Background: an optimization exercise with open tools, aiming at small area, a short achievable clock period and few clock cycles per item. Do not read the settings as production practice. In this exercise RTL edits were held to simulation tests only and were not proved equivalent to the original. No activity file was given, so power comes from the tool's default toggle rates.

File: design/flow/design.v
`timescale 1ns / 1ps
module bnc_ram (
  input  logic        clk_i,
  input  logic [7:0]  sel_hi_i,
  input  logic [7:0]  sel_lo_i,
  input  logic        we_i,
  input  logic        wpix_i,
  output logic        up_o,
  output logic        mid_o
);
  localparam int NG = 64;
  localparam int G  = 16;
  logic [NG-1:0] head_up, head_mid;
  logic [7:0]    t_up, t_mid;
  for (genvar g = 0; g < NG; g++) begin : g_ring
    logic [G-1:0] up_q, mid_q;
    logic         wr;
    assign wr = sel_hi_i[g/8] && sel_lo_i[g%8] && we_i;
    always_ff @(posedge clk_i) begin
      up_q  <= {wr ? mid_q[0] : up_q[0], up_q[G-1:1]};
      mid_q <= {wr ? wpix_i : mid_q[0], mid_q[G-1:1]};
    end
    assign head_up[g]  = up_q[0];
    assign head_mid[g] = mid_q[0];
  end
  for (genvar h = 0; h < 8; h++) begin : g_rd
    assign t_up[h]  = |(head_up[h*8 +: 8] & sel_lo_i);
    assign t_mid[h] = |(head_mid[h*8 +: 8] & sel_lo_i);
  end
  assign up_o  = |(t_up & sel_hi_i);
  assign mid_o = |(t_mid & sel_hi_i);
endmodule
`timescale 1ns / 1ps
module binary_neighborhood_count_3x3 (
  input  logic        clk_i,
  input  logic        rst_ni,
  input  logic        in_valid_i,
  output logic        in_stall_o,
  input  logic        pixel_i,
  output logic        out_valid_o,
  input  logic        out_stall_i,
  output logic [3:0]  count_o,
  output logic [9:0]  row_o,
  output logic [9:0]  column_o,
  output logic        run_end_o,
  output logic        image_end_o,
  input  logic        cfg_valid_i,
  output logic        cfg_ready_o,
  input  logic [1:0]  cfg_index_i,
  input  logic [10:0] cfg_data_i
);
  localparam int RES_UP_PREV   = 0;   
  localparam int RES_UP_CUR    = 1;   
  localparam int RES_LAST_PREV = 2;   
  localparam int RES_LAST_CUR  = 3;   
  function automatic logic [9:0] inc10(input logic [9:0] x);
    for (int i = 0; i < 10; i++) begin
      inc10[i] = x[i] ^ (&(x | ~((10'd1 << i) - 10'd1)));
    end
  endfunction
  function automatic logic [9:0] dec10(input logic [9:0] x);
    for (int i = 0; i < 10; i++) begin
      dec10[i] = x[i] ^ ~(|(x & ((10'd1 << i) - 10'd1)));
    end
  endfunction
  function automatic logic gt10(input logic [9:0] a, input logic [9:0] b);
    logic e;
    gt10 = 1'b0;
    e    = 1'b1;
    for (int i = 9; i >= 0; i--) begin
      gt10 = gt10 | (e & a[i] & ~b[i]);
      e    = e & ~(a[i] ^ b[i]);
    end
  endfunction
  function automatic logic [1:0] s3(input logic [2:0] v);
    s3 = {1'b0, v[2]} + {1'b0, v[1]} + {1'b0, v[0]};
  endfunction
  function automatic logic [1:0] s2(input logic [2:0] v);
    s2 = {1'b0, v[2]} + {1'b0, v[1]};
  endfunction
  function automatic logic [7:0] onehot8(input logic [2:0] v);
    onehot8 = 8'd0;
    onehot8[v] = 1'b1;
  endfunction
  logic [9:0] w_last_q, h_last_q, cfg_last;
  assign cfg_ready_o = 1'b1;
  always_comb begin
    if (cfg_data_i[10]) begin
      cfg_last = 10'd1023;
    end else if (cfg_data_i[9:0] == 10'd0) begin
      cfg_last = 10'd0;
    end else begin
      cfg_last = dec10(cfg_data_i[9:0]);
    end
  end
  always_ff @(posedge clk_i or negedge rst_ni) begin
    if (!rst_ni) begin
      w_last_q <= 10'd1023;
      h_last_q <= 10'd1023;
    end else if (cfg_valid_i) begin
      if (cfg_index_i == 2'd0) begin
        w_last_q <= cfg_last;
      end
      if (cfg_index_i == 2'd1) begin
        h_last_q <= cfg_last;
      end
    end
  end
  logic [9:0] col_q, row_q, c_q, r_q;
  logic       re_q, lr_q;
  logic [7:0]  ghi_q, glo_q;
  logic       dirty1_q, dirty2_q;
  logic       cgt_q, cge_q, rgt_q, rge_q;
  logic       in_ready_q, accept;         
  logic       c0, r_ge1, r_ge2;            
  logic       c0_n, r_ge1_n, r_ge2_n;
  logic [9:0] c_adv, r_adv, c_n, r_n;
  logic       re_adv, lr_adv, re_n, lr_n;
  logic [9:0] c_idl, r_idl;
  logic       re_idl, lr_idl;
  assign accept = in_valid_i && in_ready_q;
  always_comb begin
    c_adv  = re_q ? 10'd0 : inc10(c_q);
    r_adv  = re_q ? (lr_q ? 10'd0 : inc10(r_q)) : r_q;
    re_adv = (c_adv == w_last_q);
    lr_adv = re_q ? (r_adv == h_last_q) : lr_q;
    if (dirty2_q) begin
      c_idl  = cgt_q ? w_last_q : col_q;
      r_idl  = rgt_q ? h_last_q : row_q;
      re_idl = cge_q;
      lr_idl = rge_q;
    end else begin
      c_idl  = c_q;
      r_idl  = r_q;
      re_idl = re_q;
      lr_idl = lr_q;
    end
    if (accept) begin
      c0_n    = re_q;
      r_ge1_n = re_q ? !lr_q : r_ge1;
      r_ge2_n = re_q ? (!lr_q && r_ge1) : r_ge2;
    end else if (dirty2_q) begin
      c0_n    = (c_idl == 10'd0);
      r_ge1_n = (r_idl != 10'd0);
      r_ge2_n = (r_idl[9:1] != 9'd0);
    end else begin
      c0_n    = c0;
      r_ge1_n = r_ge1;
      r_ge2_n = r_ge2;
    end
    c_n  = accept ? c_adv  : c_idl;
    r_n  = accept ? r_adv  : r_idl;
    re_n = accept ? re_adv : re_idl;
    lr_n = accept ? lr_adv : lr_idl;
  end
  always_ff @(posedge clk_i or negedge rst_ni) begin
    if (!rst_ni) begin
      col_q    <= '0;
      row_q    <= '0;
      dirty1_q <= 1'b1;
      dirty2_q <= 1'b0;
    end else begin
      if (accept) begin
        col_q <= c_adv;
        row_q <= r_adv;
      end
      dirty1_q <= cfg_valid_i;
      dirty2_q <= dirty1_q;
    end
  end
  always_ff @(posedge clk_i) begin
    c_q   <= c_n;
    r_q   <= r_n;
    re_q  <= re_n;
    lr_q  <= lr_n;
    ghi_q <= onehot8(c_n[9:7]);
    c0    <= c0_n;
    r_ge1 <= r_ge1_n;
    r_ge2 <= r_ge2_n;
    glo_q <= onehot8(c_n[6:4]);
  end
  always_ff @(posedge clk_i) begin
    cgt_q <= gt10(col_q, w_last_q);
    cge_q <= !gt10(w_last_q, col_q);
    rgt_q <= gt10(row_q, h_last_q);
    rge_q <= !gt10(h_last_q, row_q);
  end
  logic [3:0] phase_q;
  logic       ok_a, ok_i;
  logic       rd_up, rd_mid;
  always_ff @(posedge clk_i or negedge rst_ni) begin
    if (!rst_ni) begin
      phase_q <= 4'd0;
    end else begin
      phase_q <= phase_q + 4'd1;
    end
  end
  assign ok_a = !re_q || (c_q[3:0] == 4'd15);
  assign ok_i = (phase_q + 4'd1 == c_q[3:0]);    
  bnc_ram u_line_ram (
    .clk_i    (clk_i),
    .sel_hi_i (ghi_q),
    .sel_lo_i (glo_q),
    .we_i     (accept),
    .wpix_i   (pixel_i),
    .up_o     (rd_up),
    .mid_o    (rd_mid)
  );
  logic [5:0] live_q;
  logic [2:0] col_new;
  logic [2:0] old1, old0;
  logic [3:0] pend_new;
  logic       load;
  always_comb begin
    col_new = {pixel_i, rd_mid && r_ge1, rd_up && r_ge2};
    old1    = c0 ? 3'b0 : live_q[5:3];
    old0    = c0 ? 3'b0 : live_q[2:0];
    pend_new                = '0;
    pend_new[RES_UP_PREV]   = r_ge1 && !c0;
    pend_new[RES_UP_CUR]    = r_ge1 && re_q;
    pend_new[RES_LAST_PREV] = lr_q && !c0;
    pend_new[RES_LAST_CUR]  = lr_q && re_q;
  end
  assign load = accept && (pend_new != 4'd0);
  always_ff @(posedge clk_i) begin
    if (accept) begin
      live_q <= {col_new, old1};
    end
  end
  logic [3:0] pend_q, pick, pend_after, pend_pop;
  logic [2:0] bnd_q, bnq_q, bn, bold1_q, ba3_q, ba2_q;
  logic [1:0] bb3_q, bb2_q;
  logic [9:0] br_q, bc_q;
  logic       bimg_q, bsel_q, blr_q, brge1_q;
  logic       emit, bfree_now, head_load, ov_q;
  logic [2:0] base;
  logic [1:0] addend;
  logic [3:0] res_count;
  logic [9:0] res_row, res_col;
  logic       res_run_end, res_img_end;
  logic [2:0] new_a3, new_a2;
  logic [1:0] new_b3, new_b2;
  localparam int QD = 8;
  logic [2:0] rp_q, wp_q;
  logic [3:0] qn_q;
  logic       seq_q;
  logic [2:0] en_q [QD];
  logic       ere_q[QD];
  logic       qne, pop, push_b, pushq;
  assign head_load = !ov_q || !out_stall_i;
  assign emit      = (pend_q != 4'd0) && head_load;
  assign bfree_now = (pend_q == 4'd0) || (((pend_q & (pend_q - 4'd1)) == 4'd0) && emit);
  assign bn        = bsel_q ? bnq_q : bnd_q;
  always_comb begin
    new_b3 = s3(old1);
    new_a3 = {1'b0, s3(old1)} + {1'b0, s3(old0)};
    new_b2 = s2(old1);
    new_a2 = {1'b0, s2(old1)} + {1'b0, s2(old0)};
    pend_pop                = '0;
    pend_pop[RES_UP_PREV]   = brge1_q;
    pend_pop[RES_UP_CUR]    = brge1_q && ere_q[rp_q];
    pend_pop[RES_LAST_PREV] = blr_q;
    pend_pop[RES_LAST_CUR]  = blr_q && ere_q[rp_q];
  end
  always_comb begin
    pick = '0;
    if (pend_q[RES_UP_PREV]) begin
      pick[RES_UP_PREV] = 1'b1;
    end else if (pend_q[RES_UP_CUR]) begin
      pick[RES_UP_CUR] = 1'b1;
    end else if (pend_q[RES_LAST_PREV]) begin
      pick[RES_LAST_PREV] = 1'b1;
    end else begin
      pick[RES_LAST_CUR] = 1'b1;
    end
    pend_after = pend_q & ~pick;
    base = ({3{pick[RES_UP_PREV]}}   & ba3_q)
         | ({3{pick[RES_UP_CUR]}}    & {1'b0, bb3_q})
         | ({3{pick[RES_LAST_PREV]}} & ba2_q)
         | ({3{pick[RES_LAST_CUR]}}  & {1'b0, bb2_q});
    addend      = (pick[RES_UP_PREV] || pick[RES_UP_CUR]) ? s3(bn) : s2(bn);
    res_count   = {1'b0, base} + {2'b00, addend};
    res_row     = (pick[RES_UP_PREV] || pick[RES_UP_CUR]) ? dec10(br_q) : br_q;
    res_col     = (pick[RES_UP_PREV] || pick[RES_LAST_PREV]) ? dec10(bc_q) : bc_q;
    res_run_end = (pend_after == 4'd0);
    res_img_end = res_run_end && bimg_q;
  end
  always_comb begin
    qne    = (qn_q != 4'd0);
    pop    = bfree_now && qne;
    push_b = bfree_now && !qne && load;
    pushq  = load && !push_b;
  end
  always_ff @(posedge clk_i or negedge rst_ni) begin
    if (!rst_ni) begin
      pend_q <= '0;
      qn_q   <= '0;
      rp_q   <= '0;
      wp_q   <= '0;
      seq_q  <= 1'b0;
      bsel_q <= 1'b0;
    end else begin
      if (pop) begin
        pend_q <= pend_pop;
        bsel_q <= 1'b1;
      end else if (push_b) begin
        pend_q <= pend_new;
        bsel_q <= 1'b0;
      end else if (emit) begin
        pend_q <= pend_after;
      end
      if (pop) begin
        rp_q <= rp_q + 3'd1;
      end
      if (pushq) begin
        wp_q <= wp_q + 3'd1;
      end
      if (pop && !pushq) begin
        qn_q <= qn_q - 4'd1;
      end else if (pushq && !pop) begin
        qn_q <= qn_q + 4'd1;
      end
      if (cfg_valid_i) begin
        seq_q <= 1'b0;
      end else if (accept) begin
        seq_q <= load && !re_q;
      end
    end
  end
  always_ff @(posedge clk_i) begin
    if (pop) begin
      bnq_q   <= en_q[rp_q];
      bold1_q <= bn;
      bb3_q   <= s3(bn);
      ba3_q   <= {1'b0, s3(bn)} + {1'b0, s3(bold1_q)};
      bb2_q   <= s2(bn);
      ba2_q   <= {1'b0, s2(bn)} + {1'b0, s2(bold1_q)};
      bc_q    <= inc10(bc_q);
      bimg_q  <= blr_q && ere_q[rp_q];
    end else if (push_b) begin
      bold1_q <= old1;
      bb3_q   <= new_b3;
      ba3_q   <= new_a3;
      bb2_q   <= new_b2;
      ba2_q   <= new_a2;
      br_q    <= r_q;
      bc_q    <= c_q;
      bimg_q  <= lr_q && re_q;
      blr_q   <= lr_q;
      brge1_q <= r_ge1;
    end
    if (push_b) begin
      bnd_q <= col_new;
    end
    for (int i = 0; i < QD; i++) begin
      if (pushq && (wp_q == i)) begin
        en_q[i]  <= col_new;
        ere_q[i] <= re_q;
      end
    end
  end
  logic [3:0]  oc_q;
  logic [9:0]  orow_q, ocol_q;
  logic        orun_q, oimg_q;
  always_ff @(posedge clk_i or negedge rst_ni) begin
    if (!rst_ni) begin
      ov_q <= 1'b0;
    end else if (head_load) begin
      ov_q <= emit;
    end
  end
  always_ff @(posedge clk_i) begin
    if (emit) begin
      oc_q   <= res_count;
      orow_q <= res_row;
      ocol_q <= res_col;
      orun_q <= res_run_end;
      oimg_q <= res_img_end;
    end
  end
  function automatic logic space(input logic [3:0] p, input logic s,
                                 input logic [3:0] n, input logic sq);
    logic bf;
    bf    = (p == 4'd0) || (((p & (p - 4'd1)) == 4'd0) && !s);
    space = bf ? ((n == 4'd0) || sq) : ((n != 4'd8) && sq);
  endfunction
  function automatic logic hasres(input logic [9:0] r, input logic lr,
                                  input logic [9:0] c, input logic re);
    hasres = ((r != 10'd0) || lr) && ((c != 10'd0) || re);
  endfunction
  logic [1:0] st_a, st_i;               
  logic       hr_a, hr_i, seq_a, stall_n;
  always_comb begin
    hr_a  = (re_q ? (!lr_q || h_last_q == 10'd0) : (r_ge1 || lr_q))
         && (!re_q || w_last_q == 10'd0);
    hr_i  = hasres(r_q, lr_q, c_q, re_q);    
    seq_a = (pend_new != 4'd0) && !re_q;
    for (int hl = 0; hl < 2; hl++) begin
      logic       em, bf, ovn;
      logic [3:0] p_i, p_a;
      logic [3:0] n_i, n_a;
      em  = (pend_q != 4'd0) && ((hl == 1) || !ov_q);
      bf  = (pend_q == 4'd0) || (((pend_q & (pend_q - 4'd1)) == 4'd0) && em);
      ovn = ((hl == 1) || !ov_q) ? em : 1'b1;
      if (bf && qne) begin
        p_i = pend_pop;
        n_i = qn_q - 4'd1;
        p_a = pend_pop;
        n_a = (pend_new != 4'd0) ? qn_q : qn_q - 4'd1;
      end else if (bf) begin
        p_i = em ? pend_after : pend_q;
        n_i = 4'd0;
        p_a = (pend_new != 4'd0) ? pend_new : p_i;
        n_a = 4'd0;
      end else begin
        p_i = em ? pend_after : pend_q;
        n_i = qn_q;
        p_a = p_i;
        n_a = (pend_new != 4'd0) ? qn_q + 4'd1 : qn_q;
      end
      st_a[hl] = !ok_a || (hr_a && !space(p_a, ovn, n_a, seq_a));
      st_i[hl] = !ok_i || (hr_i && !space(p_i, ovn, n_i, seq_q));
    end
    stall_n = accept ? st_a[!out_stall_i] : st_i[!out_stall_i];
  end
  always_ff @(posedge clk_i or negedge rst_ni) begin
    if (!rst_ni) begin
      in_ready_q <= 1'b0;
    end else begin
      in_ready_q <= !(cfg_valid_i || dirty1_q || dirty2_q || stall_n);
    end
  end
  assign in_stall_o  = !in_ready_q;
  assign out_valid_o = ov_q;
  assign count_o     = oc_q;
  assign row_o       = orow_q;
  assign column_o    = ocol_q;
  assign run_end_o   = orun_q;
  assign image_end_o = oimg_q;
endmodule
File: design/flow/flow/run.sh
#!/bin/bash
export CTS_ARGS="-sink_clustering_enable -repair_clock_nets -sink_clustering_size 25 -sink_clustering_max_diameter 100 -dont_use_dummy_load"
export BUFFER_PORTS_ARGS="-buffer_cell sky130_fd_sc_hd__buf_2"
bash standard.sh > standard.log 2>&1
File: design/flow/standard.sh
#!/bin/bash
# synth_recipe.tcl (not shown) runs the flow's synth.tcl, then flattens the netlist and writes it again
# the make line also repeats each setting of config.mk as NAME=value (left out here)
make -C /OpenROAD-flow-scripts/flow DESIGN_CONFIG=/design/flow/config.mk WORK_HOME=/design/flow/orfs CLKGATE_MAP_FILE= SYNTH_SCRIPT=/design/flow/synth_recipe.tcl "${@:-finish}"
File: design/flow/config.mk
export PLATFORM = sky130hd
export DESIGN_NAME = binary_neighborhood_count_3x3
export DESIGN_NICKNAME = binary_neighborhood_count_3x3
export VERILOG_FILES = /design/flow/design.v
export SDC_FILE = /design/flow/constraint.sdc
export NUM_CORES = 4
export LEC_CHECK = 0
export CAP_MARGIN = 20
export CORE_MARGIN = 2
export CORE_UTILIZATION = 60
export CTS_CLUSTER_DIAMETER = 100
export CTS_CLUSTER_SIZE = 25
export PLACE_DENSITY = 0.7
export SETUP_SLACK_MARGIN = 4.8
export SLEW_MARGIN = 20
export TNS_END_PERCENT = 10
File: design/flow/constraint.sdc
create_clock -name core_clock -period 7.0 [get_ports {clk_i}]
set_input_delay 1.4000 -clock core_clock [delete_from_list [all_inputs] [get_ports {clk_i}]]
set_output_delay 1.4000 -clock core_clock [all_outputs]
set_load 0.01 [all_outputs]
==> results of run 1 <==
-- layout make-up --
class,count,area [um2]
inverters,74,318
well taps,1186,1480
multi-input cells,1139,8720
clock buffers,100,2500
fillers,6262,30700
flip-flops and latches,2263,46800
repair inverters,1,7.51
repair buffers,134,1080
-- worst min path at each step --
stage | slack (ps) | end
after global placement | 310 | u_line_ram.g_ring[19].mid_q[14]
after floorplan | 310 | u_line_ram.g_ring[0].mid_q[0]
after global routing | 300 | u_line_ram.g_ring[31].mid_q[8]
after CTS | 290 | u_line_ram.g_ring[59].up_q[12]
final | 290 | u_line_ram.g_ring[4].up_q[9]
after detailed placement | 310 | u_line_ram.g_ring[0].up_q[3]
-- logic make-up (layout without fill, tap and decap cells) --
group                    after synthesis  count (layout)
AO/OA/AOI/OAI                        363             365
XOR/XNOR                              64              64
adder cells (fa/ha/maj)               84              84
buffers and inverters                173             309
flip-flops                          2263            2263
multiplexers                         179             179
other                                  1               1
AND/OR/NAND/NOR                      444             446
-- power by group --
group | internal (W) | switching (W) | total (W) | leakage (nW)
clock | 0.00255 | 0.00353 | 0.00608 | 1.23
combinational | 0.00133 | 0.00160 | 0.00293 | 4.35
sequential | 0.0134 | 0.000466 | 0.0139 | 18.6
total | 0.0173 | 0.00560 | 0.0229 | 24.2
-- metrics by stage --
stage | std cells | hold WS, ps | power (W) | area [um2] | util (%)
final | 4897 | 294 | 0.0229 | 60900 | 66.5
after CTS | 4856 | 291 | 0.0225 | 60200 | 65.7
after detailed placement | 4713 | 312 | 0.0163 | 57100 | 62.3
after global placement | 4713 | 310 | 0.0163 | 57100 | 62.3
after global routing | 4897 | 299 | 0.0238 | 60900 | 66.5
after floorplan | 3571 | 310 | 0.0156 | 55700 | -
-- state kept, by name (all words and copies together), names as in the netlist, 4 cells and up --
name / cells
phase_q: 4
pend_q: 4
qn_q: 4
orow_q: 10
row_q: 10
br_q: 10
ghi_q: 8
oc_q: 4
en_q: 24
w_last_q: 10
c_q: 10
ere_q: 8
u_line_ram.g_ring.mid_q: 1024
ocol_q: 10
bc_q: 10
h_last_q: 10
glo_q: 8
r_q: 10
u_line_ram.g_ring.up_q: 1024
col_q: 10
live_q: 6
-- repair_timing --
action / 4_1_cts / 5_1_grt
setup buffers: 39 / 37
gates cloned: 4 / 4
pin swaps: 10 / 27
resized for setup: 66 / 75
setup endpoints to repair: 279 / 208
hold buffers: 0 / 0
-- cell usage in the layout (no fill, tap or decap), types with 13 or more instances in the layout --
master        n
dfxtp_1    2071
nand2_1     164
mux2_2      147
edfxtp_1    111
nor2_1      104
clkbuf_16   103
o21ai_0      84
a21oi_1      83
a22oi_1      79
buf_4        70
inv_1        61
ha_1         51
buf_2        42
xnor2_1      41
dfrtp_1      34
mux2i_1      27
nand4_1      26
dfstp_2      21
nor2b_1      20
nand3_1      19
o211ai_1     18
xor2_1       17
and3_1       15
nor3_1       13
buf_6        13
-- synth_stat cells (all sizes together), types with 10 or more instances --
| cell type | instances | area, um2 |
|---|---|---|
| mux2 | 152 | 1710 |
| ha | 63 | 788 |
| nor3 | 18 | 101 |
| nand4 | 26 | 163 |
| inv | 72 | 270 |
| nor2 | 111 | 424 |
| nand3 | 21 | 105 |
| and2 | 11 | 68.8 |
| o211ai | 18 | 135 |
| a21oi | 86 | 430 |
| dfxtp | 2088 | 41800 |
| buf | 30 | 154 |
| maj3 | 12 | 120 |
| xnor2 | 42 | 368 |
| o21ai | 92 | 468 |
| dfrtp | 43 | 1080 |
| xor2 | 22 | 193 |
| dfstp | 21 | 552 |
| nand2b | 10 | 62.6 |
| nand2 | 166 | 623 |
| nor2b | 21 | 131 |
| clkbuf | 69 | 259 |
| edfxtp | 111 | 3330 |
| a22oi | 85 | 638 |
| mux2i | 27 | 270 |
| and3 | 23 | 144 |
-- metal layers --
layer,wire [um],global-route usage (%),vias up,part of all wire [%]
li1,-,-,12100,-
met1,42000,25.0,11700,49
met2,36500,26.2,532,43
met3,3710,2.95,189,4.4
met4,2920,6.50,0,3.4
met5,0,0,-,0
==> key figures, run 1 <==
Run status
  • Status: complete, no violations

Worst setup path
  • Kind of critical path: register to primary output
  • CP required: roughly 5600 ps
  • Crit path largest cell delay: roughly 500 ps
  • WP data arrival: roughly 1300 ps
  • Worst Path Buf+Inv: 1
  • Crit path launch: ov_q
  • R2R Path End: in_ready_q
  • CP max FO: 2
  • CP max stage cell: dfrtp_4
  • Critical-path cell list: buf_6
  • Register-to-Register Setup Slack: around 4400 ps
  • End of the critical path: out_valid_o
  • Crit Reg-Reg Startpoint: pend_q[1]
  • Worst path depth: 1
  • Crit. End Element: primary output
  • Largest delay share family, worst path: flip-flops
  • Reg2Reg Depth: 10
  • CP startpoint kind: register

Layout
  • Layout Nets: 3804
  • Antenna fix cells: 0
  • Share of cells above drive strength 1: ~14%
  • Area Growth Syn to Fin: 9.71%

Die
  • Initial core utilization: a little over 60%
  • Die width: 308 um
  • # IOs: 48
  • Die area: around 95000 um2
  • Num rows: roughly 110
  • Core Box Area: slightly above 90000 um2
  • Die Y: ~310 um

Worst hold path
  • Hold WC Path Type: register to register
  • Hold Path Stages: 0
  • Hold path startpoint: u_line_ram.g_ring[4].up_q[10]

Global routing
  • Vias in the first global route: 23500
  • Initial antenna violation count: 0
  • First-pass GRT wire length: 128000 um
  • Grt ovf: 0
  • GR Util All Layers: around 17%
  • Largest net degree at the start of global routing: 75

Timing
  • Worst-margin pin slew: about 1000 ps
  • Fin. max-slew vios: 0
  • Setup violators final: 0
  • Fin Clk Skew: 46.7 ps
  • Final Cycle Share: around 38%
  • Final setup TNS: 0 ps
  • Final hold violation count: 0
  • Max-slew headroom: between 30% and 40%
  • Final min period: 2690 ps
  • Final WS setup: around 4300 ps
  • RSZ-0062 raised after global routing: yes
  • Max Freq: 371 MHz

Detailed routing
  • First DRT Iteration DRCs: 1755
  • Routed WL per cell: 17.4 um
  • Drt drc: 0
  • Final ANT Viol Nets: 0
  • Pre-Repair DR Iteration Count: 5
  • Routed wire length: 85100 um
  • Via count: ~24000
  • Routed vias/inst: 4.99

Power
  • Worst vdd ir: slightly below 0.2 mV
  • Pwr per Cell Area: between 300 and 400 nW/um2
  • Leakage: between 20 and 25 nW

Clock tree
  • CTS tree: built
  • Clock transition at path regs: ~100 ps
  • Cts bufs inserted: 100
  • H-tree levels: 3
  • Clock root buffer: clkbuf_16
  • Clk sink count: ~2300
  • Skew-Pair Late Insertion Delay: ~700 ps
  • Bufs on Longest Clock Path: 3

Place
  • Input/output buffers: 46
  • Pre-CTS WS: 2780 ps
  • DPL Wire Length: just under 50000 um
  • GP Congestion: between 0.8 and 0.9

Yosys
  • Adder and majority gate portion of the synthesized area: just under 2%
  • Post-synthesis cell type count: between 70 and 80
  • Register area share after synthesis: between 80 and 90%
  • Post-Synth XOR/XNOR Area: under 10%
  • Fraction of the mapped netlist area in simple logic gates: 3.78%
  • Largest family of logic cells by synthesized area: compound AO/OA/AOI/OAI gates
  • Synth async-reset ratio: between 2 and 3%
  • Post-Syn Instances: about 3600
  • Avg Cell Area, Syn: 15.6 um2
  • Synth Area in Compound Gates: under 10%
  • Top FF cell, synth: dfxtp_1
  • Synthesized cell area: approximately 56000 um2
  • Mux contribution to synthesized area: 3.57%
  • Synth warn: 4
  • EDFF count, synth: between 100 and 150
  • Syn_nets: between 3000 and 4000
  • #FFs+latches synth: 2263

Job
  • MaxCap Viol Count: 0
Testbench counts, summed over its fixed seeds: cycles 279,125, items 253,450.
==> run 2, diff against run 1 <==
--- a/design/flow/design.v
+++ b/design/flow/design.v
@@ -112,5 +112,5 @@
   logic       dirty1_q, dirty2_q;
   logic       cgt_q, cge_q, rgt_q, rge_q;
-  logic       in_ready_q, accept;         
+  logic       in_ready_q, in_stall_q, accept;   
   logic       c0, r_ge1, r_ge2;            
   logic       c0_n, r_ge1_n, r_ge2_n;
@@ -158,5 +158,14 @@
       col_q    <= '0;
       row_q    <= '0;
-      dirty1_q <= 1'b1;
+      c_q      <= '0;
+      r_q      <= '0;
+      re_q     <= 1'b0;
+      lr_q     <= 1'b0;
+      ghi_q    <= 8'd1;
+      glo_q    <= 8'd1;
+      c0       <= 1'b1;
+      r_ge1    <= 1'b0;
+      r_ge2    <= 1'b0;
+      dirty1_q <= 1'b0;
       dirty2_q <= 1'b0;
     end else begin
@@ -165,4 +174,13 @@
         row_q <= r_adv;
       end
+      c_q      <= c_n;
+      r_q      <= r_n;
+      re_q     <= re_n;
+      lr_q     <= lr_n;
+      ghi_q    <= onehot8(c_n[9:7]);
+      glo_q    <= onehot8(c_n[6:4]);
+      c0       <= c0_n;
+      r_ge1    <= r_ge1_n;
+      r_ge2    <= r_ge2_n;
       dirty1_q <= cfg_valid_i;
       dirty2_q <= dirty1_q;
@@ -170,15 +188,4 @@
   end
   always_ff @(posedge clk_i) begin
-    c_q   <= c_n;
-    r_q   <= r_n;
-    re_q  <= re_n;
-    lr_q  <= lr_n;
-    ghi_q <= onehot8(c_n[9:7]);
-    c0    <= c0_n;
-    r_ge1 <= r_ge1_n;
-    r_ge2 <= r_ge2_n;
-    glo_q <= onehot8(c_n[6:4]);
-  end
-  always_ff @(posedge clk_i) begin
     cgt_q <= gt10(col_q, w_last_q);
     cge_q <= !gt10(w_last_q, col_q);
@@ -233,5 +240,5 @@
   logic [9:0] br_q, bc_q;
   logic       bimg_q, bsel_q, blr_q, brge1_q;
-  logic       emit, bfree_now, head_load, ov_q;
+  logic       emit, bfree_now, head_load, ov_q, ovn_q;
   logic [2:0] base;
   logic [1:0] addend;
@@ -248,5 +255,5 @@
   logic       ere_q[QD];
   logic       qne, pop, push_b, pushq;
-  assign head_load = !ov_q || !out_stall_i;
+  assign head_load = ovn_q || !out_stall_i;
   assign emit      = (pend_q != 4'd0) && head_load;
   assign bfree_now = (pend_q == 4'd0) || (((pend_q & (pend_q - 4'd1)) == 4'd0) && emit);
@@ -365,7 +372,9 @@
   always_ff @(posedge clk_i or negedge rst_ni) begin
     if (!rst_ni) begin
-      ov_q <= 1'b0;
+      ov_q  <= 1'b0;
+      ovn_q <= 1'b1;
     end else if (head_load) begin
-      ov_q <= emit;
+      ov_q  <= emit;
+      ovn_q <= !emit;
     end
   end
@@ -400,7 +409,7 @@
       logic [3:0] p_i, p_a;
       logic [3:0] n_i, n_a;
-      em  = (pend_q != 4'd0) && ((hl == 1) || !ov_q);
+      em  = (pend_q != 4'd0) && ((hl == 1) || ovn_q);
       bf  = (pend_q == 4'd0) || (((pend_q & (pend_q - 4'd1)) == 4'd0) && em);
-      ovn = ((hl == 1) || !ov_q) ? em : 1'b1;
+      ovn = ((hl == 1) || ovn_q) ? em : 1'b1;
       if (bf && qne) begin
         p_i = pend_pop;
@@ -426,10 +435,12 @@
   always_ff @(posedge clk_i or negedge rst_ni) begin
     if (!rst_ni) begin
-      in_ready_q <= 1'b0;
+      in_stall_q <= 1'b0;
+      in_ready_q <= 1'b1;
     end else begin
+      in_stall_q <= cfg_valid_i || dirty1_q || dirty2_q || stall_n;
       in_ready_q <= !(cfg_valid_i || dirty1_q || dirty2_q || stall_n);
     end
   end
-  assign in_stall_o  = !in_ready_q;
+  assign in_stall_o  = in_stall_q;
   assign out_valid_o = ov_q;
   assign count_o     = oc_q;
==> run 2 against run 1 <==
Net effect:
- register-to-register slack got worse by 120 ps
- largest cell class unchanged
- global-route usage rose by 0.38 points
- final cell count is 1.8% higher
==> key figures, run 2 <==
Power
  • Flop pwr share: 60.6% (about the same)
  • Leakage: 24.5 nW (+1.6%)
  • Worst vdd ir: 0.222 mV (+13%)
  • Clock group share of total power: 26.9% (+0.3 points)
  • Tot Pwr: 0.0227 W (-1.1%)
  • Pwr per Cell Area: 367 nW/um2 (-2.3%)
  • Logic pwr share: 12.5% (-0.3 points)
  • Sw power: 0.00541 W (-3.3%)
  • Net Sw Frac: 23.9% (-0.55 points)
  • P_int: 0.0172 W (-0.37%)

Yosys
  • EDFF count, synth: 106 (-4.5%)
  • Synth warn: 4 (unchanged)
  • Mux contribution to synthesized area: 3.58% (+0.012 points)
  • Syn_nets: 3667 (+0.14%)
  • Top-area cell type share of the netlist area: 73.4% (-1.8 points)
  • Synth Area in Compound Gates: 4.21% (-0.042 points)
  • Most frequent cell after synthesis: dfxtp_1
  • Register area share after synthesis: 83.9% (-0.24 points)
  • Synthesized cell area: 56000 um2 (+0.74%)
  • Fraction of the mapped netlist area in simple logic gates: 4.04% (+0.25 points)
  • Synth async-reset ratio: 4.72% (+1.9 points)
  • Top FF cell, synth: dfxtp_1
  • Largest family of logic cells by synthesized area: compound AO/OA/AOI/OAI gates
  • List of most frequent post-synthesis cells: dfxtp_1, nand2_1, mux2_2
  • Post-Syn Instances: 3576 (+0.14%)
  • Post-synthesis cell type count: 87 (+10%)
  • Largest cells by area after synthesis: dfxtp_1, edfxtp_1, dfrtp_1
  • Post-Synth XOR/XNOR Area: 1.00% (-0.0074 points)
  • Dominant cell type by area after synthesis: dfxtp_1
  • Adder and majority gate portion of the synthesized area: 2.00% (+0.039 points)
  • Avg Cell Area, Syn: 15.6 um2 (+0.60%)
  • #FFs+latches synth: 2265 (+0.088%)

Place
  • Placed inst area: 57600 um2 (+0.82%)
  • GP Congestion: 0.891 (+3.2%)
  • DPL Wire Length: 50200 um (+3.1%)
  • Input/output buffers: 46 (unchanged)
  • Placed Instances: 4794 (+1.7%)

Detailed routing
  • Pre-Repair DR Iteration Count: 7 (+2)
  • Routed WL per cell: 17.5 um (+0.47%)
  • Routed vias/inst: 4.93 (-1.2%)
  • Via count: 24600 (+0.56%)
  • Routed wire length: 87100 um (+2.3%)
  • First DRT Iteration DRCs: 1738 (-0.97%)
  • Drt drc: 0 (unchanged)
  • Final ANT Viol Nets: 0 (unchanged)

Worst setup path
  • Crit Reg-Reg Startpoint: rp_q[1]
  • Crit. End Element: register
  • CP max FO: 8 (+6)
  • Register-to-Register Setup Slack: 4240 ps (-120 ps)
  • Kind of critical path: register to register
  • CP required: 7550 ps (+1950 ps)
  • Reg2Reg Depth: 11 (+1)
  • R2R Path End: in_stall_q
  • WP data arrival: 3320 ps (+2030 ps)
  • CP startpoint kind: register

Die
  • Die width: 309 um (+0.36%)
  • Die area: 95700 um2 (+0.73%)
  • Core Box Area: 92900 um2 (+1.4%)
  • Initial core utilization: 60.2% (-0.37 points)
  • Die Y: 309 um (+0.36%)
  • # IOs: 48 (unchanged)
  • Num rows: 112 (+0.90%)

Timing
  • RSZ-0062 raised after global routing: yes
  • Worst-margin pin slew: 869 ps (-143 ps)
  • Final setup TNS: 0 ps (unchanged)
  • Max-slew headroom: 42.1% (+9.5 points)
  • Final min period: 2760 ps (+70.1 ps)
  • Final Cycle Share: 39.5% (+1.0 points)
  • Setup violators final: 0 (unchanged)
  • Max Freq: 362 MHz (-2.5%)
  • Final hold slack: 277 ps (-17.3 ps)
  • Final hold violation count: 0 (unchanged)
  • Fin Clk Skew: 67.6 ps (+20.9 ps)
  • Fin. max-slew vios: 0 (unchanged)

Global routing
  • Initial antenna violation count: 1 (+1)
  • Largest net degree at the start of global routing: 86 (+15%)
  • First-pass GRT wire length: 131000 um (+2.7%)
  • GR Util All Layers: 17.7% (+0.38 points)
  • Vias in the first global route: 24000 (+2.1%)
  • Grt ovf: 0 (unchanged)

Clock tree
  • CTS tree: built
  • Skew-Pair Late Insertion Delay: 690 ps (about the same)
  • Bufs on Longest Clock Path: 3 (unchanged)
  • H-tree levels: 3 (unchanged)
  • Clk sink count: 2265 (+0.088%)
  • Cts bufs inserted: 101 (+1.0%)
  • Clock transition at path regs: 90 ps (about the same)
  • Clock root buffer: clkbuf_16

Layout
  • Area Growth Syn to Fin: 10.2%
  • Final non-filler cell total: 4985 (+1.8%)
  • Layout Nets: 3824 (+0.53%)
  • Commonest non-fill, non-tap cell in the layout: dfxtp_1
  • Antenna fix cells: 0 (unchanged)
  • Share of cells above drive strength 1: 15.4% (+1.1 points)
  • Fillers: 6447 (+3.0%)
  • Most frequent cells in the layout: dfxtp_1, nand2_1, mux2_2, edfxtp_1, clkbuf_16
  • Largest registers: u_line_ram.g_ring.mid_q: 1024 flops, u_line_ram.g_ring.up_q: 1024 flops, en_q: 24 flops
  • Design area: 61700 um2 (+1.2%)

Worst hold path
  • Hold path startpoint: u_line_ram.g_ring[9].up_q[8]
  • Hold Path Stages: 0 (unchanged)
  • Worst-case hold path end point: u_line_ram.g_ring[9].up_q[7]
  • Hold WC Path Type: register to register

Run status
  • Status: complete, no violations

Job
  • MaxCap Viol Count: 0 (unchanged)
-- run 2: changes by cell type after synthesis, moves of 5 or more --
cell / delta
o21ai_0: -14
nor2b_1: +5
dfrtp_1: +39
buf_1: -7
nand3_1: -6
edfxtp_1: -5
dfxtp_1: -36
-- run 2: per-stage QoR --
step                      utilization (%)  setup WS [ps]
after detailed placement             61.9           2840
after global routing                 66.4           4130
after global placement               61.9           2920
after CTS                            65.8           4290
after floorplan                         -           3910
final                                66.4           4240
-- run 2: per-layer routing --
metal	track usage, %	up-vias	wire length (um)
met4	5.79	0	2880
met2	26.9	458	37300
met1	25.9	11900	43000
li1	-	12100	-
met3	3.01	168	3850
met5	0	-	0
-- run 2: worst max path at each step --
stage	to	startpoint	slack, ps
floorplan	w_last_q[9]	cfg_data_i[1]	3910
global placement	pend_q[3]	in_valid_i	2920
detailed placement	glo_q[5]	in_valid_i	2840
CTS	in_stall_q	pend_q[0]	4290
global route	in_ready_q	rp_q[0]	4130
finish	in_stall_q	rp_q[1]	4240
-- run 2: critical path, cell delays in order (launching register included) --
cell and delay [ps]:
dfrtp_2 460, ha_4 190, ha_4 170, a22oi_2 150, o211a_1 220, a31oi_4 200
buf_6 180, a211oi_2 220, a211o_1 140, a221oi_2 50, or4b_4 510, and3_4 170
-- run 2: cells by family after synthesis --
logic type                 after synthesis
DFF                                   2265
buffers and inverters                  165
AOI/OAI and AO/OA                      353
adders and majority gates               87
and+or+nand+nor                        460
other                                    1
muxes                                  181
xor gates and xnor gates                64
-- run 2: layout make-up --
class | count | area [um2] | share of cell area, %
Timing Repair inverter | 2 | 13.8 | 0.0223
Clock buffer | 101 | 2530 | 4.10
Inverter | 73 | 328 | 0.531
Multi-Input combinational cell | 1149 | 9000 | 14.6
Sequential cell | 2265 | 47000 | 76.2
Tap cell | 1254 | 1570 | 2.54
Timing Repair Buffer | 141 | 1230 | 1.99
-- run 2: power by group through the flow --
stage / clock (W) / combinational, W / sequential [W]
finish: 0.00609 / 0.00283 / 0.0137
global route: 0.00673 / 0.00309 / 0.0138
CTS: 0.00627 / 0.00260 / 0.0137
detailed placement: 0 / 0.00207 / 0.0141
global placement: 0 / 0.00205 / 0.0140
floorplan: 0 / 0.00165 / 0.0139
-- run 2: repair_timing --
action                                  4_1_cts  5_1_grt
setup buffers                                60       23
endpoints found under the setup margin      313      256
gates resized for setup                     112       73
hold buffers                                  0        0
cloned                                        6        1
pin swaps                                    32       38
Testbench counts of run 2, summed over its fixed seeds: cycles 279,125, items 253,450.
==> run 3, diff against run 2 <==
==> design/flow/run.sh (new file) <==
#!/bin/bash
# synth_recipe.tcl (not shown) runs the flow's synth.tcl, then flattens the netlist and writes it again
# the make line also repeats each setting of config.mk as NAME=value (left out here)
make -C /OpenROAD-flow-scripts/flow DESIGN_CONFIG=/design/flow/config.mk WORK_HOME=/design/flow/orfs CLKGATE_MAP_FILE= SYNTH_SCRIPT=/design/flow/synth_recipe.tcl finish
removed: design/flow/flow/run.sh
removed: design/flow/standard.sh
==> run 3 against run 2 <==
Net effect:
- still clean
- power rose by 2.0%
- combinational power is 9.5% higher
- final area is 1.1% higher
- worst hold slack better by 25 ps
- setup slack improved by 61 ps
- critical endpoint unchanged
- largest cell class unchanged
==> key figures, run 3 <==
Detailed routing
  • Final ANT Viol Nets: 0 (unchanged)
  • Routed vias/inst: 4.90 (-0.59%)
  • Routed wire length: 88000 um (+1.1%)
  • Routed WL per cell: 17.4 um (-0.15%)
  • Pre-Repair DR Iteration Count: 5 (-2)
  • Drt drc: 0 (unchanged)
  • Via count: 24700 (+0.62%)
  • First DRT Iteration DRCs: 1554 (-11%)

Clock tree
  • CTS tree: built
  • Skew-Pair Late Insertion Delay: 700 ps (about the same)
  • H-tree levels: 3 (unchanged)
  • Clock root buffer: clkbuf_16
  • Bufs on Longest Clock Path: 3 (unchanged)
  • Clock transition at path regs: 100 ps (about the same)
  • Cts bufs inserted: 100 (-0.99%)
  • Clk sink count: 2265 (unchanged)

Place
  • Pre-CTS WS: 2330 ps (-516 ps)
  • Placed Instances: 4795 (+0.021%)
  • DPL Wire Length: 50500 um (+0.53%)
  • GP Congestion: 0.904 (+1.5%)
  • Input/output buffers: 46 (unchanged)
  • Placed inst area: 57800 um2 (+0.40%)

Timing
  • Max-slew headroom: 42.4% (+0.32 points)
  • Max Freq: 370 MHz (+2.3%)
  • Final hold violation count: 0 (unchanged)
  • Final setup TNS: 0 ps (unchanged)
  • Fin. max-slew vios: 0 (unchanged)
  • RSZ-0062 raised after global routing: yes
  • Fin Clk Skew: 47.5 ps (-20.1 ps)
  • Setup violators final: 0 (unchanged)
  • Final min period: 2700 ps (-61.2 ps)
  • Final WS setup: 4300 ps (+61.2 ps)
  • Final hold slack: 302 ps (+25.1 ps)
  • Final Cycle Share: 38.6% (-0.87 points)
  • Worst-margin pin slew: 864 ps (-4.76 ps)

Global routing
  • Grt ovf: 0 (unchanged)
  • Initial antenna violation count: 0 (-1)
  • Grt met3 use: 2.79% (-0.22 points)
  • Gr busiest metal: met2
  • M2 GR Usage: 27.5% (+0.62 points)
  • GR Util All Layers: 17.9% (+0.24 points)
  • Vias in the first global route: 24000 (+0.21%)
  • Largest net degree at the start of global routing: 66 (-23%)
  • GR Layer Usage met1: 26.3% (+0.37 points)
  • First-pass GRT wire length: 133000 um (+1.1%)

Worst setup path
  • CP startpoint kind: register
  • CP max FO: 23 (+15)
  • WP data arrival: 3300 ps (-20 ps)
  • Crit. End Element: register
  • Worst path depth: 10 (-1)
  • CP required: 7600 ps (+50 ps)
  • CP max stage cell: or4b_4
  • Reg2Reg Depth: 10 (-1)
  • Largest delay share family, worst path: simple AND/OR/NAND/NOR gates
  • Critical-path cell list: buf_8 > or4b_4 > o311ai_4 > buf_6 > nor3_2 > a211oi_2 > o21a_1 > a221oi_2 > or4b_1 > and3_1
  • Crit path largest cell delay: 530 ps (+20 ps)
  • Kind of critical path: register to register
  • Worst Path Buf+Inv: 2 (+1)

Die
  • # IOs: 48 (unchanged)
  • Initial core utilization: 60.2% (unchanged)
  • Die width: 309 um (unchanged)
  • Die area: 95700 um2 (unchanged)
  • Core Box Area: 92900 um2 (unchanged)
  • Die Y: 309 um (unchanged)
  • Num rows: 112 (unchanged)

Layout
  • Largest registers: u_line_ram.g_ring.mid_q: 1024 flops, u_line_ram.g_ring.up_q: 1024 flops, en_q: 24 flops
  • Most frequent cells in the layout: dfxtp_1, nand2_1, mux2_2, edfxtp_1, clkbuf_16
  • Design area: 62400 um2 (+1.1%)
  • Reg area: 47000 um2 (about the same)
  • Commonest non-fill, non-tap cell in the layout: dfxtp_1
  • Final non-filler cell total: 5046 (+1.2%)
  • Fillers: 6288 (-2.5%)
  • Footprint of the multi-input gates: 9130 um2 (+1.4%)
  • Layout Nets: 3862 (+0.99%)
  • Share of cells above drive strength 1: 16.4% (+0.99 points)
  • Area Growth Syn to Fin: 11.5%
  • Antenna fix cells: 0 (unchanged)

Yosys
  • Post-Syn Instances: 3576 (unchanged)
  • Synthesized cell area: 56000 um2 (unchanged)
  • Avg Cell Area, Syn: 15.6 um2 (unchanged)
  • List of most frequent post-synthesis cells: dfxtp_1, nand2_1, mux2_2
  • Post-synthesis cell type count: 87 (unchanged)
  • Most frequent cell after synthesis: dfxtp_1
  • Top FF cell, synth: dfxtp_1
  • Synth warn: 4 (unchanged)
  • Top-area cell type share of the netlist area: 73.4% (unchanged)
  • #FFs+latches synth: 2265 (unchanged)
  • Register area share after synthesis: 83.9% (unchanged)
  • Syn_nets: 3667 (unchanged)
  • Largest cells by area after synthesis: dfxtp_1, edfxtp_1, dfrtp_1
  • EDFF count, synth: 106 (unchanged)
  • Dominant cell type by area after synthesis: dfxtp_1
  • Synth async-reset ratio: 4.72% (unchanged)

Job
  • MaxCap Viol Count: 0 (unchanged)

Power
  • Leakage: 24.9 nW (+1.3%)
  • Worst vdd ir: 0.213 mV (-4.0%)
  • Pwr per Cell Area: 370 nW/um2 (+0.85%)

Worst hold path
  • Hold WC Path Type: register to register
  • Hold Path Stages: 0 (unchanged)

Run status
  • Status: complete, no violations
==> run 3: cell types whose count changed in the layout (fill, tap and decap cells not counted), sizes merged <==
| cell | before | now |
|---|---|---|
| clkinv | 4 | 8 |
| dlymetal6s2s | 0 | 2 |
| clkdlybuf4s15 | 0 | 1 |
| inv | 69 | 71 |
| bufbuf | 0 | 2 |
| clkdlybuf4s50 | 0 | 10 |
| clkbuf | 101 | 120 |
| buf | 141 | 162 |
==> run 3: path summary, 6_finish.rpt <==
path / start / end / slack, ps
min: u_line_ram.g_ring[60].up_q[6] / u_line_ram.g_ring[60].up_q[5] / 300
min in group asynchronous: rst_ni / ov_q / 730
max reg2reg: pend_q[2] / in_stall_q / 4300
max: pend_q[2] / in_stall_q / 4300
min reg2reg: u_line_ram.g_ring[60].up_q[6] / u_line_ram.g_ring[60].up_q[5] / 300
max in group asynchronous: rst_ni / glo_q[1] / 4940
==> run 3: cell families after synthesis <==
logic type	share of synthesized area [%]
mux	3.58
fa+ha+maj	2.00
compound gates	4.21
other cells	0.00670
simple gates	4.04
flops	83.9
buf+inv	1.23
xor+xnor	1.00
==> run 3: what timing repair did <==
action,CTS,global route
endpoints found under the setup margin,404,286
hold buffers,0,0
gates cloned,8,2
endpoints found under the hold margin,0,0
setup buffers,64,54
resized for setup,241,100
pin swaps,37,51
==> run 3: per-layer routing <==
layer / vias up / wire length [um]
li1: 12200 / -
met5: - / 0
met1: 11900 / 43500
met3: 147 / 3550
met2: 452 / 38300
met4: 0 / 2660
==> run 3: through the flow <==
step	utilization [%]	total power [W]
floorplan	-	0.0155
global placement	62.2	0.0162
detailed placement	62.2	0.0162
CTS	66.2	0.0228
global route	67.1	0.0240
finish	67.1	0.0231
==> run 3: cell type report <==
class | instances | area share, %
clock buffers | 118 | 4.20
clock inverters | 5 | 0.106
inverters | 73 | 0.522
multi-input cells | 1149 | 14.6
flip-flops and latches | 2265 | 75.4
well taps | 1254 | 2.52
repair buffers | 179 | 2.59
repair inverters | 3 | 0.0401
==> run 3: power by group <==
part           switching [W]  internal, W
clock network        0.00361      0.00266
registers           0.000340       0.0134
logic                0.00163      0.00147
total                0.00558       0.0175

-- what the ideal ports hide --
How much do the figures lean on ideal ports? The routed layouts below were timed once more, with nothing changed but the port constraints.
Step 1 (the two cells are an assumption about what drives the block):
set clk [get_ports {clk_i}]
set_driving_cell -lib_cell sky130_fd_sc_hd__clkbuf_16 $clk
set_driving_cell -lib_cell sky130_fd_sc_hd__buf_2 [delete_from_list [all_inputs] $clk]
Step 2, shift: input delay + t, output delay - t, t = (earliest + latest rising clock arrival at the registers) / 2. This alone moves slack from input paths to output paths.
Three values: no drivers, after step 1, after step 2; two values: the first two.
run | shift t [ns] | setup slack, ns | worst hold slack (ns) | worst setup path after step 2 | pins driven straight from the clock port
run 1 | 0.739 | 4.306 / 4.242 / 3.886 | 0.294 / 0.294 / 0.294 | input to register | 1
run 2 | 0.711 | 4.236 / 4.236 / 3.830 | 0.277 / 0.277 / 0.277 | input to register | 1
run 3 | 0.746 | 4.297 / 4.297 / 3.738 | 0.302 / 0.302 / 0.302 | input to register | 1
After both steps every run listed still meets setup and hold. For run 3, which loses most, drivers alone change the setup slack by 0.000 ns; drivers and shift together by -0.559 ns.
